What follows belongs to an exercise in optimizing a design on an open flow for a short achievable clock period and few clock cycles per item; a production flow would make more cautious choices. RTL that was checked went through simulation tests only; none was proved equivalent to the original. No driver is modelled on the clock port, so clock power and skew are understated where the tree is cut down; a real chip needs a root buffer or a tree. Power is estimated from default activity; no workload was simulated.

== build 35 ==
## dll_tx_top
module dll_tx_top
#(
  parameter dll_tx_pkg::seq_num_t SEQ_INIT = '0
) (
  input  logic         clk_i,
  input  logic         rst_i,
  input  dll_tx_pkg::dword_t       s_tdata_i,
  input  logic         s_tvalid_i,
  input  logic         s_tlast_i,
  output logic         s_tready_o,
  output dll_tx_pkg::dword_t       m_tdata_o,
  output dll_tx_pkg::keep_t        m_tkeep_o,
  output logic         m_tvalid_o,
  output logic         m_tlast_o,
  input  logic         m_tready_i,
  output dll_tx_pkg::seq_num_t     seq_num_o,
  input  logic         update_fc_i,
  input  dll_tx_pkg::hdr_credit_t  fc_ph_i,
  input  dll_tx_pkg::hdr_credit_t  fc_nph_i,
  input  dll_tx_pkg::hdr_credit_t  fc_cplh_i,
  input  dll_tx_pkg::data_credit_t fc_pd_i,
  input  dll_tx_pkg::data_credit_t fc_npd_i,
  input  dll_tx_pkg::data_credit_t fc_cpld_i
);
Size: roughly 2800 cells after synthesis, roughly 810 flip-flops, roughly 0.034 mm^2 of cells after synthesis.
Settings: LEC_CHECK=0, CAP_MARGIN=20, CORE_MARGIN=2, CORE_UTILIZATION=40, PLACE_DENSITY=0.6, SETUP_SLACK_MARGIN=4.0, SLEW_MARGIN=20; clock period 5.5 ns.
standard.sh (not shown) runs the stock make flow with config.mk's settings and CLKGATE_MAP_FILE= SYNTH_SCRIPT=/design/flow/synth_recipe.tcl, a recipe that flattens the netlist after the stock synthesis.
==> flow/flow/run.sh <==
#!/bin/bash
# Standard ORFS layout (the standard.sh), with the clock tree rebuilt
# right after CTS by clock_tree.tcl (hooked in as POST_CTS_TCL): the clock
# port drives four root buffers, each root drives eight leaf buffers, and
# each leaf drives an equal, compact group of flip-flops. Everything else,
# synthesis included, is the standard flow.
set -euo pipefail
work=$(pwd)
export POST_CTS_TCL="$work/flow/clock_tree.tcl"
bash standard.sh > "$work/standard_flow.log" 2>&1
Other scripts of this flow, unchanged in this note and not shown: flow/flow/clock_tree.tcl
Build 35 | status: complete | timing, DRC, antenna: pass
Testbench counts of build 35, summed over its fixed seeds: cycles 21,868, items 2,400.
Setup changes, build 35 to build 3
# build 35
export LEC_CHECK = 0
export CAP_MARGIN = 20
export CORE_MARGIN = 2
export CORE_UTILIZATION = 40
export PLACE_DENSITY = 0.6
export SETUP_SLACK_MARGIN = 4.0
export SLEW_MARGIN = 20
create_clock -name core_clock -period 5.5 [get_ports {clk_i}]
# build 3
export LEC_CHECK = 0
export CAP_MARGIN = 20
export CORE_MARGIN = 2
export CORE_UTILIZATION = 55
export PLACE_DENSITY = 0.7
export SETUP_SLACK_MARGIN = 3.6
export SLEW_MARGIN = 20
create_clock -name core_clock -period 5.5 [get_ports {clk_i}]
==> notes.md <==
- For build 3, the top layer used by detailed routing was met4, unlike build 35, where it was met5.
- Diff build 35 -> build 3: combinational cell power now smaller; peak clock frequency supported by timing comparable; worst hold slack now smaller; global-route met3 utilization comparable; multi-input combinational gate total now smaller.
- Per the comparison of build 3 with build 35, fraction of power consumed by the clock network grew by 1.7 points, fill cell total of the finished layout lower.
#### Input delta (build 63 over build 3)
# build 3
export LEC_CHECK = 0
export CAP_MARGIN = 20
export CORE_MARGIN = 2
export CORE_UTILIZATION = 55
export PLACE_DENSITY = 0.7
export SETUP_SLACK_MARGIN = 3.6
export SLEW_MARGIN = 20
create_clock -name core_clock -period 5.5 [get_ports {clk_i}]
# build 63
export LEC_CHECK = 0
export CAP_MARGIN = 20
export CORE_MARGIN = 2
export CORE_UTILIZATION = 40
export PLACE_DENSITY = 0.6
export SETUP_SLACK_MARGIN = 3.6
export SLEW_MARGIN = 20
create_clock -name core_clock -period 5.5 [get_ports {clk_i}]
Notes after the runs:
Build 63 vs. build 3: met3 capacity usage during global routing -0.63 points, internal power of the cells stayed essentially flat.
Going from build 3 to build 63, number of standard cells in the layout, taps in and fillers out up 324, power per cell area went down.
Summary of build 63 over build 3: core occupancy in the finished layout lost 16 points, power share of the clock group lost 0.2 points.
Where routed wire length is concerned, build 3 is better than build 63.
For the post-route standard cell area excluding fillers, build 63 came in 1.7% higher than build 3 did.
Via count of the first global-routing pass in build 63 vs build 3: up 263
In every run of this note, the design's own scripts or RTL, not TritonCTS, make the clock network.

---

## build 80
Another version of the RTL of dll_tx_top (not shown whole).
For scale: about 2800 cells after synthesis, ~680 flip-flops.
export LEC_CHECK = 0
export CAP_MARGIN = 20
export CORE_MARGIN = 2
export CORE_UTILIZATION = 55
export PLACE_DENSITY = 0.7
export SETUP_SLACK_MARGIN = 3.6
export SLEW_MARGIN = 20
create_clock -name core_clock -period 5.5 [get_ports {clk_i}]
run.sh (not shown) runs the stock make flow with config.mk's settings and CLKGATE_MAP_FILE= SYNTH_SCRIPT=/design/flow/synth_recipe.tcl, a recipe that flattens the netlist after the stock synthesis.
Stock flow here: none of the scripts above is used.
Testbench counts of build 80, summed over its fixed seeds: cycles 21,868, items 2,400.
What build 41 does differently from build 80 at the input level:
- swapping 0.7 for 0.6 in PLACE_DENSITY
- swapping 55 for 40 in CORE_UTILIZATION
Notes after the runs:
- Of the two values seen for cell with the largest stage delay on the worst path, sky130_fd_sc_hd__dfxtp_4 was produced by build 80 and sky130_fd_sc_hd__dfxtp_2 by build 41.
- Compared with build 80, in build 41 worst setup slack moved up; maximum frequency went up by about 0.9%; number of setup buffers added after CTS higher.
Modified inputs, build 34 compared to build 41
- swapping 40 for 75 in CORE_UTILIZATION
- swapping 0.6 for 0.85 in PLACE_DENSITY
--- outcome ---
Build 34 did not run to completion, as it errored out during global routing. Changes observed in build 34 relative to build 41: sequential share of the synthesized area level, clock buffer count from CTS moved down, post-CTS setup repair buffer count moved up. Y dimension of the die | build 34 below build 41. Post-place instance area is higher on build 41.
The following lists how build 24 was set up differently from build 34:
- swapping 0.85 for 0.6 in PLACE_DENSITY
- swapping 75 for 40 in CORE_UTILIZATION
- swapping 3.6 for 3.45 in SETUP_SLACK_MARGIN
## What came out
Build 24 | stages: all done | timing, DRC, antenna: all pass
The post-CTS repair timing setup buffer count number comes out higher for build 34 vs build 24.
Comparing build 34 against build 24, there is no change at all in average footprint of a synthesized cell.
Re number of flops mapped to enable cells by yosys: no difference whatsoever between build 24 and build 34.
Compared with build 34, in build 24 CTS buffer count now sits higher; number of cells upsized or downsized after cts went down; estimated wirelength of the detail-placed design grew by 2.7%; number of standard-cell rows in the floorplan increased by 38% relative to the old numbers; number of top-level design ports now sits at about the same level.
Count of port buffers added during placement came out exactly the same in build 34 and build 24.
Between build 34 and build 24, the flow reports number of placed instances, taps included increasing by more than 10%.
Y dimension of the die (build 34 / build 24): 0.73

---

Another version of the RTL of dll_tx_top (not shown whole).
Size: about 2600 cells after synthesis, about 590 flip-flops, ~29000 µm² of cells after synthesis.
==> flow/config.mk <==
export PLATFORM = sky130hd
export DESIGN_NAME = dll_tx_top
export DESIGN_NICKNAME = dll_tx_top
export VERILOG_FILES = /design/flow/design.v
export SDC_FILE = /design/flow/constraint.sdc
export NUM_CORES = 4
export LEC_CHECK = 0
export CAP_MARGIN = 20
export CORE_MARGIN = 2
export CORE_UTILIZATION = 40
export PLACE_DENSITY = 0.6
export SETUP_SLACK_MARGIN = 3.5
export SLEW_MARGIN = 20
==> flow/constraint.sdc <==
create_clock -name core_clock -period 5.5 [get_ports {clk_i}]
set_input_delay 1.1000 -clock core_clock [delete_from_list [all_inputs] [get_ports {clk_i}]]
set_output_delay 1.1000 -clock core_clock [all_outputs]
set_load 0.01 [all_outputs]
The starting point passed the timing, DRC and antenna checks.
==> next run, changes <==
Settings changed: CTS_CLUSTER_DIAMETER from default to 60, CTS_CLUSTER_SIZE from default to 40.
What happened:
- non-clock buffer count is higher by 7
- core utilization is lower by 0.76 points
- power is lower by 7.1%
- worst setup slack loses 0.0050 ns
- die area is unchanged
- sequential share of layout area is higher by 0.62 points
- clock-buffer cell count is lower by 34
- global-route usage is lower by 0.19 points
- routed wire length is lower by about 0.7%
- sequential power barely changes
No run of this note included a check of the RTL's function; only the layout flow was run.

what the ideal ports hide:
In the flow no input, the clock included, has a driving cell. The finished layouts below were timed again as built, in two steps. Step 1 sets driving cells, clkbuf_16 on the clock port and buf_2 on the other inputs (assumed; they add their load-dependent delay and slew). Step 2, shift: input delay + t, output delay - t, t = (earliest + latest rising clock arrival at the registers) / 2. This alone moves slack from input paths to output paths. Slacks: no drivers / after step 1 / after step 2; pairs: no drivers / after step 1.
run	t, ns	setup slack, ns	worst setup path after step 2
build 35	0.526	3.552 / 3.416 / 3.316	input to register
build 3	0.511	3.554 / 3.426 / 3.208	input to register
build 63	0.509	3.565 / 3.437 / 3.216	input to register
build 80	0.671	3.320 / 3.257 / 2.997	input to register
build 41	0.661	3.339 / 3.274 / 3.018	input to register
build 24	0.667	3.339 / 3.277 / 2.881	input to register
the first run of note 3	0.675	3.255 / 3.197 / 2.912	input to register
the second run of note 3	0.659	3.250 / 3.186 / 2.912	input to register
After both steps every run listed still meets setup and hold. For build 24, which loses most, drivers alone change the setup slack by -0.062 ns; drivers and shift together by -0.458 ns.
